Context: an optimization exercise on an open-source flow, tuned for small area, a short achievable clock period and few clock cycles per item. The choices shown serve that exercise and are no tape-out recipe.

==> run a: inputs <==
==> flow/design.v <==
package idct_pkg;
	localparam int plane_width = 320;
endpackage
`timescale 1ns/1ps
module idct_t_stage (
	input logic CLOCK_50_I,
	input logic Resetn,
	input logic req,
	output logic ack,
	input logic [5:0] block_row,
	input logic [5:0] block_col,
	input logic [15:0] sram_read_data,
	output logic [17:0] sram_address,
	output logic [15:0] sram_write_data,
	output logic sram_we_n
);
	localparam logic [7:0] LAST_T = 8'd151;
	logic running;
	logic ack_q;
	logic [7:0] cnt;
	logic [14:0] rb;           
	logic [14:0] rb_start;
	logic [17:0] addr_q;
	logic [15:0] wdata_q;
	logic we_n_q;
	assign rb_start = {9'(5 * block_row + 9'd150), block_col};
	always_ff @(posedge CLOCK_50_I or negedge Resetn) begin
		if (!Resetn) begin
			running <= 1'b0;
			ack_q <= 1'b0;
			we_n_q <= 1'b1;
		end else begin
			if (!running && !ack_q) begin
				running <= req;
			end else if (running) begin
				if (cnt == LAST_T) begin
					running <= 1'b0;
					ack_q <= 1'b1;
				end
			end else begin
				ack_q <= req;
			end
			we_n_q <= ~(running && !cnt[0] && cnt >= 8'd24 && cnt <= 8'd150);
		end
	end
	logic [7:0] nxt;
	assign nxt = cnt + 8'd1;
	logic [2:0] rd_col;
	assign rd_col = nxt[1] ? ~{1'b0, nxt[3:2]} : {1'b0, nxt[3:2]};
	logic [7:0] wr_u;
	logic [2:0] wr_row;
	logic [2:0] wr_col;
	assign wr_u = cnt - 8'd24;
	assign wr_row = wr_u[6:4];
	assign wr_col = {cnt[2:1], cnt[3]};
	always_ff @(posedge CLOCK_50_I) begin
		if (!running) begin
			cnt <= 8'd0;
			rb <= rb_start;
			addr_q <= {rb_start, 3'd0};
		end else begin
			cnt <= nxt;
			if (cnt[3:0] == 4'd14) begin
				rb <= rb + 15'd40;
			end
			if (!cnt[0]) begin
				addr_q <= {9'h11f, 3'd0, wr_row, wr_col};
			end else begin
				addr_q <= {rb, rd_col};
			end
		end
	end
	logic [15:0] din;
	logic [15:0] hold;
	logic signed [16:0] xo;      
	logic signed [18:0] xo3;
	logic signed [16:0] f1;
	logic signed [16:0] f2;
	logic signed [16:0] xe;      
	logic signed [18:0] xe3;
	logic signed [18:0] hold_w;
	logic signed [18:0] din_w;
	assign hold_w = 19'(signed'(hold));
	assign din_w = 19'(signed'(din));
	always_ff @(posedge CLOCK_50_I) begin
		din <= sram_read_data;
		if (cnt[1:0] == 2'd0) begin
			hold <= din;
		end
		if (cnt[1:0] == 2'd2) begin
			xo <= 17'(hold_w - din_w);
			xo3 <= hold_w + (hold_w <<< 1) - din_w - (din_w <<< 1);
			f1 <= 17'(hold_w + din_w);
			f2 <= f1;
			xe <= f2;
			xe3 <= 19'(signed'(f2)) + (19'(signed'(f2)) <<< 1);
		end
	end
	logic [3:0] ph;
	assign ph = nxt[3:0];
	logic [1:0] k_o;
	logic [1:0] k_e;
	logic [1:0] p_col;
	assign p_col = ph[1:0];
	assign k_e = ph[3:2];
	assign k_o = {~ph[3], ph[2]};
	function automatic logic [2:0] odd_sel(input logic [1:0] k, input logic [1:0] p);
		case ({k, p})
			4'h0: odd_sel = {1'b0, 2'd0};
			4'h1: odd_sel = {1'b0, 2'd1};
			4'h2: odd_sel = {1'b0, 2'd2};
			4'h3: odd_sel = {1'b0, 2'd3};
			4'h4: odd_sel = {1'b0, 2'd1};
			4'h5: odd_sel = {1'b1, 2'd3};
			4'h6: odd_sel = {1'b1, 2'd0};
			4'h7: odd_sel = {1'b1, 2'd2};
			4'h8: odd_sel = {1'b0, 2'd2};
			4'h9: odd_sel = {1'b1, 2'd0};
			4'ha: odd_sel = {1'b0, 2'd3};
			4'hb: odd_sel = {1'b0, 2'd1};
			4'hc: odd_sel = {1'b0, 2'd3};
			4'hd: odd_sel = {1'b1, 2'd2};
			4'he: odd_sel = {1'b0, 2'd1};
			default: odd_sel = {1'b1, 2'd0};
		endcase
	endfunction
	function automatic logic [2:0] even_sel(input logic [1:0] k, input logic [1:0] p);
		case ({k, p})
			4'h0: even_sel = {1'b0, 2'd0};
			4'h1: even_sel = {1'b0, 2'd1};
			4'h2: even_sel = {1'b0, 2'd0};
			4'h3: even_sel = {1'b0, 2'd2};
			4'h4: even_sel = {1'b0, 2'd0};
			4'h5: even_sel = {1'b0, 2'd2};
			4'h6: even_sel = {1'b1, 2'd0};
			4'h7: even_sel = {1'b1, 2'd1};
			4'h8: even_sel = {1'b0, 2'd0};
			4'h9: even_sel = {1'b1, 2'd2};
			4'ha: even_sel = {1'b1, 2'd0};
			4'hb: even_sel = {1'b0, 2'd1};
			4'hc: even_sel = {1'b0, 2'd0};
			4'hd: even_sel = {1'b1, 2'd1};
			4'he: even_sel = {1'b0, 2'd0};
			default: even_sel = {1'b1, 2'd2};
		endcase
	endfunction
	logic [2:0] so;
	logic [2:0] se;
	assign so = odd_sel(k_o, p_col);
	assign se = even_sel(k_e, p_col);
	logic [23:0] ox;
	logic [23:0] oy;
	logic [23:0] ex;
	logic [23:0] ey;
	assign ox = 24'(xo);
	assign oy = 24'(xo3);
	assign ex = 24'(xe);
	assign ey = 24'(xe3);
	logic [23:0] or1, or2, or3, or4;
	logic [1:0] o_inj;
	always_comb begin
		case (so[1:0])
			2'd0: begin  
				or1 = ox << 11; or2 = ~(ox << 5); or3 = ~(ox << 3); or4 = 24'd0; o_inj = 2'b11;
			end
			2'd1: begin  
				or1 = ox << 11; or2 = ~(oy << 7); or3 = ox << 5; or4 = oy << 1; o_inj = 2'b01;
			end
			2'd2: begin  
				or1 = oy << 8; or2 = ~(ox << 4); or3 = ox; or4 = oy << 7; o_inj = 2'b01;
			end
			default: begin  
				or1 = oy << 7; or2 = ox << 4; or3 = ~ox; or4 = 24'd0; o_inj = 2'b01;
			end
		endcase
	end
	logic [23:0] er1, er2, er3, er4;
	logic [1:0] e_inj;
	always_comb begin
		case (se[1:0])
			2'd0: begin  
				er1 = ey << 9; er2 = ~(ey << 5); er3 = ex << 3; er4 = 24'd0; e_inj = 2'b01;
			end
			2'd1: begin  
				er1 = ex << 11; er2 = ~(ex << 7); er3 = ~(ex << 5); er4 = ex << 2; e_inj = 2'b11;
			end
			default: begin  
				er1 = ey << 8; er2 = ex << 4; er3 = ~ex; er4 = 24'd0; e_inj = 2'b01;
			end
		endcase
	end
	logic [23:0] os1, oc1, os2, oc2;
	logic [23:0] es1, ec1, es2, ec2;
	assign os1 = or1 ^ or2 ^ or3;
	assign oc1 = {((or1 & or2) | (or1 & or3) | (or2 & or3)), o_inj[0]} ;
	assign os2 = os1 ^ oc1 ^ or4;
	assign oc2 = {((os1 & oc1) | (os1 & or4) | (oc1 & or4)), o_inj[1]};
	assign es1 = er1 ^ er2 ^ er3;
	assign ec1 = {((er1 & er2) | (er1 & er3) | (er2 & er3)), e_inj[0]};
	assign es2 = es1 ^ ec1 ^ er4;
	assign ec2 = {((es1 & ec1) | (es1 & er4) | (ec1 & er4)), e_inj[1]};
	logic [23:0] o_s, o_c, e_s, e_c;
	logic o_neg, o_rs, e_neg, e_rs;
	always_ff @(posedge CLOCK_50_I) begin
		o_s <= os2;
		o_c <= oc2;
		o_neg <= so[2];
		o_rs <= (k_o == 2'd0);
		e_s <= es2;
		e_c <= ec2;
		e_neg <= se[2];
		e_rs <= (k_e == 2'd0);
	end
	logic [23:0] ro0, ro1, ro2, ro3;
	logic [23:0] re0, re1, re2, re3;
	function automatic logic [23:0] acc_add(input logic [23:0] acc, input logic [23:0] s,
			input logic [23:0] c, input logic neg);
		logic [23:0] sx, cx, t_s, t_c;
		logic [24:0] sum;
		sx = s ^ {24{neg}};
		cx = c ^ {24{neg}};
		t_s = acc ^ sx ^ cx;
		t_c = {((acc & sx) | (acc & cx) | (sx & cx)), neg};
		sum = {t_s, 1'b1} + {t_c, neg};
		acc_add = sum[24:1];
	endfunction
	always_ff @(posedge CLOCK_50_I) begin
		ro0 <= acc_add(o_rs ? 24'd0 : ro3, o_s, o_c, o_neg);
		ro1 <= ro0;
		ro2 <= ro1;
		ro3 <= ro2;
		re0 <= acc_add(e_rs ? 24'd0 : re3, e_s, e_c, e_neg);
		re1 <= re0;
		re2 <= re1;
		re3 <= re2;
	end
	logic [15:0] ring_out;
	logic [15:0] e1;
	logic [15:0] e2;
	assign ring_out = cnt[3] ? ro3[23:8] : re3[23:8];
	always_ff @(posedge CLOCK_50_I) begin
		if (cnt[2:0] == 3'd1 || cnt[2:0] == 3'd3) begin
			e1 <= ring_out;
		end
		if (cnt[2:0] == 3'd2) begin
			e2 <= ring_out;
		end
		case (cnt[2:1])
			2'd0: wdata_q <= ring_out;
			2'd2: wdata_q <= e2;
			default: wdata_q <= e1;
		endcase
	end
	assign ack = ack_q;
	assign sram_address = addr_q;
	assign sram_write_data = wdata_q;
	assign sram_we_n = we_n_q;
endmodule
==> flow/run.sh <==
#!/bin/bash
# synth_recipe.tcl (not shown) runs the flow's synth.tcl, then flattens the netlist and writes it again
# the make line also repeats each setting of config.mk as NAME=value (left out here)
make -C /OpenROAD-flow-scripts/flow DESIGN_CONFIG=/design/flow/config.mk WORK_HOME=/design/flow/orfs CLKGATE_MAP_FILE= SYNTH_SCRIPT=/design/flow/synth_recipe.tcl finish
==> flow/config.mk <==
export PLATFORM = sky130hd
export DESIGN_NAME = idct_t_stage
export DESIGN_NICKNAME = idct_t_stage
export VERILOG_FILES = /design/flow/design.v
export SDC_FILE = /design/flow/constraint.sdc
export NUM_CORES = 4
export LEC_CHECK = 0
export CAP_MARGIN = 20
export CORE_MARGIN = 2
export CORE_UTILIZATION = 40
export SLEW_MARGIN = 20
==> flow/constraint.sdc <==
create_clock -name core_clock -period 10.0 [get_ports {CLOCK_50_I}]
set_input_delay 2.0000 -clock core_clock [delete_from_list [all_inputs] [get_ports {CLOCK_50_I}]]
set_output_delay 2.0000 -clock core_clock [all_outputs]
set_load 0.01 [all_outputs]
==> run b: changes against run a <==
==> flow/design.v, changed modules only <==
module idct_t_stage (
	input logic CLOCK_50_I,
	input logic Resetn,
	input logic req,
	output logic ack,
	input logic [5:0] block_row,
	input logic [5:0] block_col,
	input logic [15:0] sram_read_data,
	output logic [17:0] sram_address,
	output logic [15:0] sram_write_data,
	output logic sram_we_n
);
	localparam logic [7:0] LAST_T = 8'd145;
	logic running;
	logic ack_q;
	logic [7:0] cnt;           
	logic [7:0] tn;            
	logic [14:0] rb;           
	logic [14:0] rb_start;
	logic [17:0] addr_q;
	logic [15:0] wdata_q;
	logic we_n_q;
	assign rb_start = {9'(5 * block_row + 9'd150), block_col};
	assign tn = running ? cnt + 8'd1 : 8'd0;
	function automatic logic is_write(input logic [7:0] t);
		is_write = (t[0] && t >= 8'd25 && t <= 8'd135) || (t >= 8'd137 && t <= 8'd140)
			|| (t >= 8'd142 && t <= 8'd145);
	endfunction
	always_ff @(posedge CLOCK_50_I or negedge Resetn) begin
		if (!Resetn) begin
			running <= 1'b0;
			ack_q <= 1'b0;
			we_n_q <= 1'b1;
		end else begin
			if (!running && !ack_q) begin
				running <= req;
			end else if (running) begin
				if (cnt == LAST_T) begin
					running <= 1'b0;
					ack_q <= 1'b1;
				end
			end else begin
				ack_q <= req;
			end
			we_n_q <= ~(running && is_write(tn));
		end
	end
	logic [2:0] rd_col;
	assign rd_col = tn[1] ? ~{1'b0, tn[3:2]} : {1'b0, tn[3:2]};
	logic [7:0] wr_u;
	logic [2:0] wr_row;
	logic [2:0] wr_col;
	always_comb begin
		wr_u = tn - 8'd25;
		if (tn >= 8'd142) begin
			wr_row = 3'd7;
			wr_col = {2'(tn - 8'd142), 1'b0};
		end else if (tn >= 8'd137) begin
			wr_row = 3'd7;
			wr_col = {2'(tn - 8'd137), 1'b1};
		end else begin
			wr_row = wr_u[6:4];
			wr_col = {wr_u[2:1], ~wr_u[3]};
		end
	end
	always_ff @(posedge CLOCK_50_I) begin
		if (!running) begin
			cnt <= 8'd0;
			rb <= rb_start;
			addr_q <= {rb_start, 3'd0};
		end else begin
			cnt <= tn;
			if (cnt[3:0] == 4'd14) begin
				rb <= rb + 15'd40;
			end
			if (tn[0] || tn >= 8'd128) begin
				addr_q <= {9'h11f, 3'd0, wr_row, wr_col};
			end else begin
				addr_q <= {rb, rd_col};
			end
		end
	end
	logic hold_en;
	logic x_en;
	logic [3:0] ph_n;      
	logic [1:0] k_o_n;
	logic [1:0] k_e_n;
	logic [2:0] so_n;
	logic [2:0] se_n;
	assign ph_n = tn[3:0] + 4'd1;
	assign k_e_n = ph_n[3:2];
	assign k_o_n = {~ph_n[3], ph_n[2]};
	always_ff @(posedge CLOCK_50_I) begin
		hold_en <= (tn[1:0] == 2'd0);
		x_en <= (tn[1:0] == 2'd2);
	end
	logic [15:0] din;
	logic [15:0] hold;
	logic signed [16:0] xo;      
	logic signed [18:0] xo3;
	logic signed [16:0] f1;
	logic signed [16:0] f2;
	logic signed [16:0] xe;      
	logic signed [18:0] xe3;
	logic signed [18:0] hold_w;
	logic signed [18:0] din_w;
	assign hold_w = 19'(signed'(hold));
	assign din_w = 19'(signed'(din));
	always_ff @(posedge CLOCK_50_I) begin
		din <= sram_read_data;
		if (hold_en) begin
			hold <= din;
		end
		if (x_en) begin
			xo <= 17'(hold_w - din_w);
			xo3 <= hold_w + (hold_w <<< 1) - din_w - (din_w <<< 1);
			f1 <= 17'(hold_w + din_w);
			f2 <= f1;
			xe <= f2;
			xe3 <= 19'(signed'(f2)) + (19'(signed'(f2)) <<< 1);
		end
	end
	function automatic logic [2:0] odd_sel(input logic [1:0] k, input logic [1:0] p);
		case ({k, p})
			4'h0: odd_sel = {1'b0, 2'd0};
			4'h1: odd_sel = {1'b0, 2'd1};
			4'h2: odd_sel = {1'b0, 2'd2};
			4'h3: odd_sel = {1'b0, 2'd3};
			4'h4: odd_sel = {1'b0, 2'd1};
			4'h5: odd_sel = {1'b1, 2'd3};
			4'h6: odd_sel = {1'b1, 2'd0};
			4'h7: odd_sel = {1'b1, 2'd2};
			4'h8: odd_sel = {1'b0, 2'd2};
			4'h9: odd_sel = {1'b1, 2'd0};
			4'ha: odd_sel = {1'b0, 2'd3};
			4'hb: odd_sel = {1'b0, 2'd1};
			4'hc: odd_sel = {1'b0, 2'd3};
			4'hd: odd_sel = {1'b1, 2'd2};
			4'he: odd_sel = {1'b0, 2'd1};
			default: odd_sel = {1'b1, 2'd0};
		endcase
	endfunction
	function automatic logic [2:0] even_sel(input logic [1:0] k, input logic [1:0] p);
		case ({k, p})
			4'h0: even_sel = {1'b0, 2'd0};
			4'h1: even_sel = {1'b0, 2'd1};
			4'h2: even_sel = {1'b0, 2'd0};
			4'h3: even_sel = {1'b0, 2'd2};
			4'h4: even_sel = {1'b0, 2'd0};
			4'h5: even_sel = {1'b0, 2'd2};
			4'h6: even_sel = {1'b1, 2'd0};
			4'h7: even_sel = {1'b1, 2'd1};
			4'h8: even_sel = {1'b0, 2'd0};
			4'h9: even_sel = {1'b1, 2'd2};
			4'ha: even_sel = {1'b1, 2'd0};
			4'hb: even_sel = {1'b0, 2'd1};
			4'hc: even_sel = {1'b0, 2'd0};
			4'hd: even_sel = {1'b1, 2'd1};
			4'he: even_sel = {1'b0, 2'd0};
			default: even_sel = {1'b1, 2'd2};
		endcase
	endfunction
	assign so_n = odd_sel(k_o_n, ph_n[1:0]);
	assign se_n = even_sel(k_e_n, ph_n[1:0]);
	logic [3:0] om;
	logic [2:0] em;
	logic o_neg1, o_rs1, e_neg1, e_rs1;
	always_ff @(posedge CLOCK_50_I) begin
		om <= 4'b0001 << so_n[1:0];
		em <= 3'b001 << se_n[1:0];
		o_neg1 <= so_n[2];
		o_rs1 <= (k_o_n == 2'd0);
		e_neg1 <= se_n[2];
		e_rs1 <= (k_e_n == 2'd0);
	end
	logic [23:0] ox;
	logic [23:0] oy;
	logic [23:0] ex;
	logic [23:0] ey;
	assign ox = 24'(xo);
	assign oy = 24'(xo3);
	assign ex = 24'(xe);
	assign ey = 24'(xe3);
	logic [23:0] or1, or2, or3, or4;
	logic [1:0] o_inj;
	assign or1 = ({24{om[0] | om[1]}} & (ox << 11)) | ({24{om[2]}} & (oy << 8)) | ({24{om[3]}} & (oy << 7));
	assign or2 = ({24{om[0]}} & ~(ox << 5)) | ({24{om[1]}} & ~(oy << 7)) | ({24{om[2]}} & ~(ox << 4))
		| ({24{om[3]}} & (ox << 4));
	assign or3 = ({24{om[0]}} & ~(ox << 3)) | ({24{om[1]}} & (ox << 5)) | ({24{om[2]}} & ox)
		| ({24{om[3]}} & ~ox);
	assign or4 = ({24{om[1]}} & (oy << 1)) | ({24{om[2]}} & (oy << 7));
	assign o_inj = {om[0], 1'b1};
	logic [23:0] er1, er2, er3, er4;
	logic [1:0] e_inj;
	assign er1 = ({24{em[0]}} & (ey << 9)) | ({24{em[1]}} & (ex << 11)) | ({24{em[2]}} & (ey << 8));
	assign er2 = ({24{em[0]}} & ~(ey << 5)) | ({24{em[1]}} & ~(ex << 7)) | ({24{em[2]}} & (ex << 4));
	assign er3 = ({24{em[0]}} & (ex << 3)) | ({24{em[1]}} & ~(ex << 5)) | ({24{em[2]}} & ~ex);
	assign er4 = {24{em[1]}} & (ex << 2);
	assign e_inj = {em[1], 1'b1};
	logic [23:0] os1, oc1, os2, oc2;
	logic [23:0] es1, ec1, es2, ec2;
	assign os1 = or1 ^ or2 ^ or3;
	assign oc1 = {((or1 & or2) | (or1 & or3) | (or2 & or3)), o_inj[0]} ;
	assign os2 = os1 ^ oc1 ^ or4;
	assign oc2 = {((os1 & oc1) | (os1 & or4) | (oc1 & or4)), o_inj[1]};
	assign es1 = er1 ^ er2 ^ er3;
	assign ec1 = {((er1 & er2) | (er1 & er3) | (er2 & er3)), e_inj[0]};
	assign es2 = es1 ^ ec1 ^ er4;
	assign ec2 = {((es1 & ec1) | (es1 & er4) | (ec1 & er4)), e_inj[1]};
	logic [23:0] o_s, o_c, e_s, e_c;
	logic o_neg, o_rs, e_neg, e_rs;
	always_ff @(posedge CLOCK_50_I) begin
		o_s <= os2;
		o_c <= oc2;
		o_neg <= o_neg1;
		o_rs <= o_rs1;
		e_s <= es2;
		e_c <= ec2;
		e_neg <= e_neg1;
		e_rs <= e_rs1;
	end
	logic [23:0] ro0, ro1, ro2, ro3;
	logic [23:0] re0, re1, re2, re3;
	function automatic logic [23:0] acc_add(input logic [23:0] acc, input logic [23:0] s,
			input logic [23:0] c, input logic neg);
		logic [23:0] sx, cx, t_s, t_c;
		logic [24:0] sum;
		sx = s ^ {24{neg}};
		cx = c ^ {24{neg}};
		t_s = acc ^ sx ^ cx;
		t_c = {((acc & sx) | (acc & cx) | (sx & cx)), neg};
		sum = {t_s, 1'b1} + {t_c, neg};
		acc_add = sum[24:1];
	endfunction
	always_ff @(posedge CLOCK_50_I) begin
		ro0 <= acc_add(o_rs ? 24'd0 : ro3, o_s, o_c, o_neg);
		ro1 <= ro0;
		ro2 <= ro1;
		ro3 <= ro2;
		re0 <= acc_add(e_rs ? 24'd0 : re3, e_s, e_c, e_neg);
		re1 <= re0;
		re2 <= re1;
		re3 <= re2;
	end
	logic [15:0] ring_out;
	logic [15:0] e1;
	logic [15:0] e2;
	logic ring_odd;
	logic e1_en, e2_en;
	logic [1:0] wsrc;      
	assign ring_out = ring_odd ? ro3[23:8] : re3[23:8];
	always_ff @(posedge CLOCK_50_I) begin
		ring_odd <= tn[3];
		e1_en <= (tn[2:0] == 3'd1 || tn[2:0] == 3'd3);
		e2_en <= (tn[2:0] == 3'd2);
		if (tn >= 8'd141) begin
			wsrc <= 2'd3;
		end else if (tn >= 8'd136) begin
			wsrc <= 2'd0;
		end else begin
			case (tn[2:1])
				2'd0: wsrc <= 2'd0;
				2'd2: wsrc <= 2'd2;
				default: wsrc <= 2'd1;
			endcase
		end
	end
	always_ff @(posedge CLOCK_50_I) begin
		if (e1_en) begin
			e1 <= ring_out;
		end
		if (e2_en) begin
			e2 <= ring_out;
		end
		case (wsrc)
			2'd0: wdata_q <= ring_out;
			2'd1: wdata_q <= e1;
			2'd2: wdata_q <= e2;
			default: wdata_q <= re0[23:8];
		endcase
	end
	assign ack = ack_q;
	assign sram_address = addr_q;
	assign sram_write_data = wdata_q;
	assign sram_we_n = we_n_q;
endmodule
==> run summary <==
status=finished clean; NumNets Final=~2,900; Non-Clock Inverter Count=300; sequential cell area fraction in the yosys report=0.451; met1 WL=between 20,000 and 30,000 um; Initial Util=0.405; per-cell routed wire length=16.5 um; Initial DRC Count=~1,100; Max-Slew Margin vs Limit=0.297
That was run a.
==> run summary <==
Final ANT Viol Nets=0; Post-synth EDFFs=165; Initial DRC Count=between 1,000 and 1,500; GP Congestion=0.855; met1 WL=26,100 um; Non-Clock Inverter Count=about 290; status=finished clean; clk sinks=536; Max-Slew Margin vs Limit=0.316; Initial Util=0.403; sequential cell area fraction in the yosys report=0.459; NumNets Final=roughly 2,800
That was run b.
No functional check of the RTL was part of any run of this note.

==> what the ideal ports hide <==
The flow's constraints put no driver on any port. The routed layouts listed below were extracted and timed again, unchanged, in two steps. Step 1 (the two cells are an assumption about what drives the block):
set clk [get_ports {CLOCK_50_I}]
set_driving_cell -lib_cell sky130_fd_sc_hd__clkbuf_16 $clk
set_driving_cell -lib_cell sky130_fd_sc_hd__buf_2 [delete_from_list [all_inputs] $clk]
Step 2 also shifts input and output timing later by t, the mid clock arrival at the registers, as if the neighbouring blocks saw the same clock. Slacks: ideal / step 1 / step 2; pairs: ideal / step 1.
| run | t (ns) | setup WS [ns] | worst setup path after step 2 |
|---|---|---|---|
| run a | 0.659 | 3.623 / 3.623 / 3.623 | register to register |
| run b | 0.675 | 5.874 / 5.911 / 5.236 | input to register |
After both steps every run listed still meets setup and hold. The setup slack of run b, which loses most, moves by +0.037 ns with the drivers and by -0.638 ns with both steps.
